Context: an optimization exercise on an open-source flow, tuned for small area and a short achievable clock period. The choices shown serve that exercise and are no tape-out recipe.
The RTL was checked by simulation tests, not by an equivalence proof against the original design. The flow treats the clock pin as an ideal source, which a real chip does not have.

## mem_wb_stage
module mem_wb_stage #(
    parameter int ADDR_W = 6,
    parameter int DATA_W = 32
) (
    input  logic              clk,
    input  logic              reset,
    input  logic              stall,
    input  logic [DATA_W-1:0] alu_result_in,
    input  logic [DATA_W-1:0] write_data_in,
    input  logic [4:0]        write_reg_in,
    input  logic              mem_read_in,
    input  logic              mem_write_in,
    input  logic              mem_to_reg_in,
    input  logic              reg_write_in,
    output logic [DATA_W-1:0] wb_data_out,
    output logic [4:0]        wb_reg_out,
    output logic              wb_regwrite_out,
    output logic              mem_fault_out,
    output logic              init_busy_out
);
==> module mem_wb_stage, before the edit <==
module mem_wb_stage #(
    parameter int ADDR_W = 6,
    parameter int DATA_W = 32
) (
    input  logic              clk,
    input  logic              reset,
    input  logic              stall,
    input  logic [DATA_W-1:0] alu_result_in,
    input  logic [DATA_W-1:0] write_data_in,
    input  logic [4:0]        write_reg_in,
    input  logic              mem_read_in,
    input  logic              mem_write_in,
    input  logic              mem_to_reg_in,
    input  logic              reg_write_in,
    output logic [DATA_W-1:0] wb_data_out,
    output logic [4:0]        wb_reg_out,
    output logic              wb_regwrite_out,
    output logic              mem_fault_out,
    output logic              init_busy_out
);
    localparam int DEPTH = 1 << ADDR_W;
    logic                init_q;
    logic                busy_q;       
    logic [7:0]          wen_q;        
    logic [ADDR_W-1:0]   clr_ptr_q;
    logic [DATA_W-1:0]   ram_q [DEPTH];
    logic [DATA_W-1:0]   wb_data_q;
    logic [4:0]          wb_reg_q;
    logic                wb_regwrite_q;
    logic                mem_fault_q;
    logic [26:0] zbits;
    logic [8:0]  nz;       
    logic [2:0]  nzg_n;    
    logic        addr_ok;
    assign zbits = {1'b0, alu_result_in[31:8], alu_result_in[1:0]};
    for (genvar k = 0; k < 9; k++) begin : g_nz
        mwb_nor3 u_nor (.a(zbits[3*k]), .b(zbits[3*k+1]), .c(zbits[3*k+2]), .y(nz[k]));
    end
    for (genvar k = 0; k < 3; k++) begin : g_nzg
        mwb_nand3 u_nand (.a(nz[3*k]), .b(nz[3*k+1]), .c(nz[3*k+2]), .y(nzg_n[k]));
    end
    mwb_nor3 u_ok (.a(nzg_n[0]), .b(nzg_n[1]), .c(nzg_n[2]), .y(addr_ok));
    logic [7:0] lo, hi, plo, phi, rlo, rhi;
    mwb_dec3 u_dlo (.a(alu_result_in[4:2]), .y(lo));
    mwb_dec3 u_dhi (.a(alu_result_in[7:5]), .y(hi));
    mwb_dec3 u_rlo (.a(alu_result_in[4:2]), .y(rlo));
    mwb_dec3 u_rhi (.a(alu_result_in[7:5]), .y(rhi));
    mwb_dec3 u_plo (.a(clr_ptr_q[2:0]),     .y(plo));
    mwb_dec3 u_phi (.a(clr_ptr_q[5:3]),     .y(phi));
    logic       st, fill;
    logic [7:0] sthi, fillhi;
    logic [DEPTH-1:0] wsel;
    assign st   = mem_write_in && !stall && !reset && !init_q;
    assign fill = init_q && !reset;
    for (genvar j = 0; j < 8; j++) begin : g_wdec
        mwb_and2 u_sthi (.a(st),   .b(hi[j]),  .y(sthi[j]));
        mwb_and2 u_fill (.a(fill), .b(phi[j]), .y(fillhi[j]));
    end
    logic [DATA_W-1:0] wdata_h [2];
    for (genvar b = 0; b < DATA_W; b++) begin : g_wdata
        assign wdata_h[0][b] = write_data_in[b] & wen_q[b / 8];
        assign wdata_h[1][b] = write_data_in[b] & wen_q[4 + b / 8];
    end
    logic [DEPTH-1:0] rsel_n [2];
    for (genvar w = 0; w < DEPTH; w++) begin : g_word
        mwb_a32o  u_wsel (.a1(addr_ok), .a2(sthi[w / 8]), .a3(lo[w % 8]),
                          .b1(fillhi[w / 8]), .b2(plo[w % 8]), .y(wsel[w]));
        mwb_nand2 u_rsel0 (.a(rhi[w / 8]), .b(rlo[w % 8]), .y(rsel_n[0][w]));
        mwb_nand2 u_rsel1 (.a(rhi[w / 8]), .b(rlo[w % 8]), .y(rsel_n[1][w]));
        always_ff @(posedge clk) begin
            if (wsel[w]) ram_q[w] <= wdata_h[w / 32];
        end
    end
    logic sel_rd_n, sel_wd, sel_alu, hold, rw_d, fault_d;
    mwb_ctl u_ctl (
        .addr_ok(addr_ok),
        .mem_read_in(mem_read_in), .mem_write_in(mem_write_in),
        .mem_to_reg_in(mem_to_reg_in), .reg_write_in(reg_write_in),
        .stall(stall), .reset(reset), .init(init_q),
        .rw_q(wb_regwrite_q), .fault_q(mem_fault_q),
        .sel_rd_n(sel_rd_n), .sel_wd(sel_wd), .sel_alu(sel_alu), .hold(hold),
        .rw_d(rw_d), .fault_d(fault_d)
    );
    logic [DATA_W-1:0] wb_data_d;
    for (genvar b = 0; b < DATA_W; b++) begin : g_bit
        logic [31:0] y;    
        logic [15:0] u;    
        logic [7:0]  t;    
        logic [3:0]  s;    
        logic [1:0]  v;    
        logic        other_n;
        for (genvar p = 0; p < 32; p++) begin : g_p
            mwb_o22ai u_o (.a1(ram_q[2*p][b]), .a2(rsel_n[b / 16][2*p]),
                           .b1(ram_q[2*p+1][b]), .b2(rsel_n[b / 16][2*p+1]), .y(y[p]));
        end
        for (genvar q = 0; q < 16; q++) begin : g_u
            mwb_nor2 u_n (.a(y[2*q]), .b(y[2*q+1]), .y(u[q]));
        end
        for (genvar q = 0; q < 8; q++) begin : g_t
            mwb_nand2 u_n (.a(u[2*q]), .b(u[2*q+1]), .y(t[q]));
        end
        for (genvar q = 0; q < 4; q++) begin : g_s
            mwb_nor2 u_n (.a(t[2*q]), .b(t[2*q+1]), .y(s[q]));
        end
        for (genvar q = 0; q < 2; q++) begin : g_v
            mwb_nand2 u_n (.a(s[2*q]), .b(s[2*q+1]), .y(v[q]));
        end
        mwb_a222oi u_oth (.a1(sel_wd), .a2(write_data_in[b]), .b1(sel_alu), .b2(alu_result_in[b]),
                          .c1(hold), .c2(wb_data_q[b]), .y(other_n));
        mwb_o31ai u_wb (.a1(v[0]), .a2(v[1]), .a3(sel_rd_n), .b1(other_n), .y(wb_data_d[b]));
    end
    always_ff @(posedge clk) begin
        if (reset) begin
            init_q    <= 1'b1;
            clr_ptr_q <= '0;
        end else if (init_q) begin
            clr_ptr_q <= clr_ptr_q + ADDR_W'(1);
            if (&clr_ptr_q) init_q <= 1'b0;
        end
    end
    for (genvar k = 0; k < 8; k++) begin : g_wen
        always_ff @(posedge clk) begin
            if (reset) begin
                wen_q[k] <= 1'b0;
            end else begin
                wen_q[k] <= wen_q[k] | (init_q & (&clr_ptr_q));
            end
        end
    end
    always_ff @(posedge clk) begin
        if (reset) begin
            busy_q <= 1'b1;
        end else if (busy_q && (&clr_ptr_q)) begin
            busy_q <= 1'b0;
        end
    end
    always_ff @(posedge clk) begin
        wb_data_q     <= wb_data_d;
        wb_regwrite_q <= rw_d;
        mem_fault_q   <= fault_d;
        if (reset || init_q) begin
            wb_reg_q <= '0;
        end else if (!stall) begin
            wb_reg_q <= write_reg_in;
        end
    end
    assign wb_data_out     = wb_data_q;
    assign wb_reg_out      = wb_reg_q;
    assign wb_regwrite_out = wb_regwrite_q;
    assign mem_fault_out   = mem_fault_q;
    assign init_busy_out   = busy_q;
endmodule
==> flow/config.mk <==
export PLATFORM = sky130hd
export DESIGN_NAME = mem_wb_stage
export DESIGN_NICKNAME = mem_wb_stage
export VERILOG_FILES = /design/flow/design.v
export SDC_FILE = /design/flow/constraint.sdc
export NUM_CORES = 4
export LEC_CHECK = 0
export CAP_MARGIN = 20
export CORE_MARGIN = 2
export CORE_UTILIZATION = 50
export PLACE_DENSITY = 0.7
export SETUP_SLACK_MARGIN = 1.9
export SLEW_MARGIN = 20
export SYNTH_HIERARCHICAL = 1
export TNS_END_PERCENT = 5
==> flow/constraint.sdc <==
create_clock -name core_clock -period 4.0 [get_ports {clk}]
set_input_delay 0.8000 -clock core_clock [delete_from_list [all_inputs] [get_ports {clk}]]
set_output_delay 0.8000 -clock core_clock [all_outputs]
set_load 0.01 [all_outputs]
standard.sh (not shown) runs the stock make flow with config.mk's settings and CLKGATE_MAP_FILE= SYNTH_SCRIPT=/design/flow/synth_recipe.tcl, a recipe that flattens the netlist after the stock synthesis.
==> flow/flow/run.sh <==
#!/bin/bash
# Standard layout with a few ORFS knobs changed:
#  - ports are buffered with plain buffers (not delay cells), and timing repair may resize
#    across cell footprints, so input/output buffers on critical paths can be upsized;
#  - the floorplan-stage repair loop is skipped (the netlist has no ABC buffers to remove);
#  - CTS does not add dummy loads and clusters up to 30 sinks within 80 um per leaf buffer.
# The make output goes to std_flow.log here; each ORFS step logs under orfs/logs/.
set -euo pipefail
bash standard.sh \
  REMOVE_ABC_BUFFERS=1 \
  MATCH_CELL_FOOTPRINT=0 \
  "BUFFER_PORTS_ARGS=-buffer_cell sky130_fd_sc_hd__buf_2" \
  "CTS_ARGS=-sink_clustering_enable -repair_clock_nets -dont_use_dummy_load -sink_clustering_size 30 -sink_clustering_max_diameter 80" \
  finish > std_flow.log 2>&1
The first run passed the timing, DRC and antenna checks.
Then changed:
--- a/flow/design.v
+++ b/flow/design.v
@@ -57,7 +57,7 @@
     localparam int DEPTH = 1 << ADDR_W;
     logic                init_q;
     logic                busy_q;       
-    logic [7:0]          wen_q;        
+    logic [3:0]          wen_q;        
     logic [ADDR_W-1:0]   clr_ptr_q;
     logic [DATA_W-1:0]   ram_q [DEPTH];
     logic [DATA_W-1:0]   wb_data_q;
@@ -86,16 +86,15 @@
     logic       st, fill;
     logic [7:0] sthi, fillhi;
     logic [DEPTH-1:0] wsel;
+    logic [DATA_W-1:0] wdata;
     assign st   = mem_write_in && !stall && !reset && !init_q;
     assign fill = init_q && !reset;
     for (genvar j = 0; j < 8; j++) begin : g_wdec
         mwb_and2 u_sthi (.a(st),   .b(hi[j]),  .y(sthi[j]));
         mwb_and2 u_fill (.a(fill), .b(phi[j]), .y(fillhi[j]));
     end
-    logic [DATA_W-1:0] wdata_h [2];
     for (genvar b = 0; b < DATA_W; b++) begin : g_wdata
-        assign wdata_h[0][b] = write_data_in[b] & wen_q[b / 8];
-        assign wdata_h[1][b] = write_data_in[b] & wen_q[4 + b / 8];
+        assign wdata[b] = write_data_in[b] & wen_q[b / 8];
     end
     logic [DEPTH-1:0] rsel_n [2];
     for (genvar w = 0; w < DEPTH; w++) begin : g_word
@@ -104,7 +103,7 @@
         mwb_nand2 u_rsel0 (.a(rhi[w / 8]), .b(rlo[w % 8]), .y(rsel_n[0][w]));
         mwb_nand2 u_rsel1 (.a(rhi[w / 8]), .b(rlo[w % 8]), .y(rsel_n[1][w]));
         always_ff @(posedge clk) begin
-            if (wsel[w]) ram_q[w] <= wdata_h[w / 32];
+            if (wsel[w]) ram_q[w] <= wdata;
         end
     end
     logic sel_rd_n, sel_wd, sel_alu, hold, rw_d, fault_d;
@@ -154,7 +153,7 @@
             if (&clr_ptr_q) init_q <= 1'b0;
         end
     end
-    for (genvar k = 0; k < 8; k++) begin : g_wen
+    for (genvar k = 0; k < 4; k++) begin : g_wen
         always_ff @(posedge clk) begin
             if (reset) begin
                 wen_q[k] <= 1'b0;
What happened:
- The changed run passed the timing, DRC and antenna checks
- cell count is about the same
- hold slack improved by 14 ps
- register-to-register slack barely changes
- utilization rose by 1.1 points
- critical path depth fell by 8
- sequential share of layout area fell by 1.3 points
- synthesized cell count fell by 1.0%

==> what the ideal ports hide <==
The results above use ideal ports. As a check the final layouts listed here were re-extracted and re-timed, cells and wires unchanged.
Step 1: set_driving_cell puts a clkbuf_16 on clk and a buf_2 on each other input, an assumption about the parent block.
Step 2 adds t to the input delays and takes it off the output delays; t is the mean of the earliest and latest rising clock arrival at the registers after step 1. Input paths then give back, and output paths get back, about the clock's delay inside the block.
Slacks: ideal ports / drivers / drivers and shift; pairs: ideal ports / drivers.
| run | t, ns | setup slack, ns | worst register clock-pin slew, ns | pins driven straight from the clock port |
|---|---|---|---|---|
| the first run | 0.791 | 1.624 / 1.633 / 0.872 | 0.12 / 0.12 | 1 |
| the second run | 0.787 | 1.682 / 1.670 / 0.894 | 0.11 / 0.11 | 1 |
After both steps every run listed still meets setup and hold. The setup slack of the second run, which loses most, moves by -0.012 ns with the drivers and by -0.788 ns with both steps.
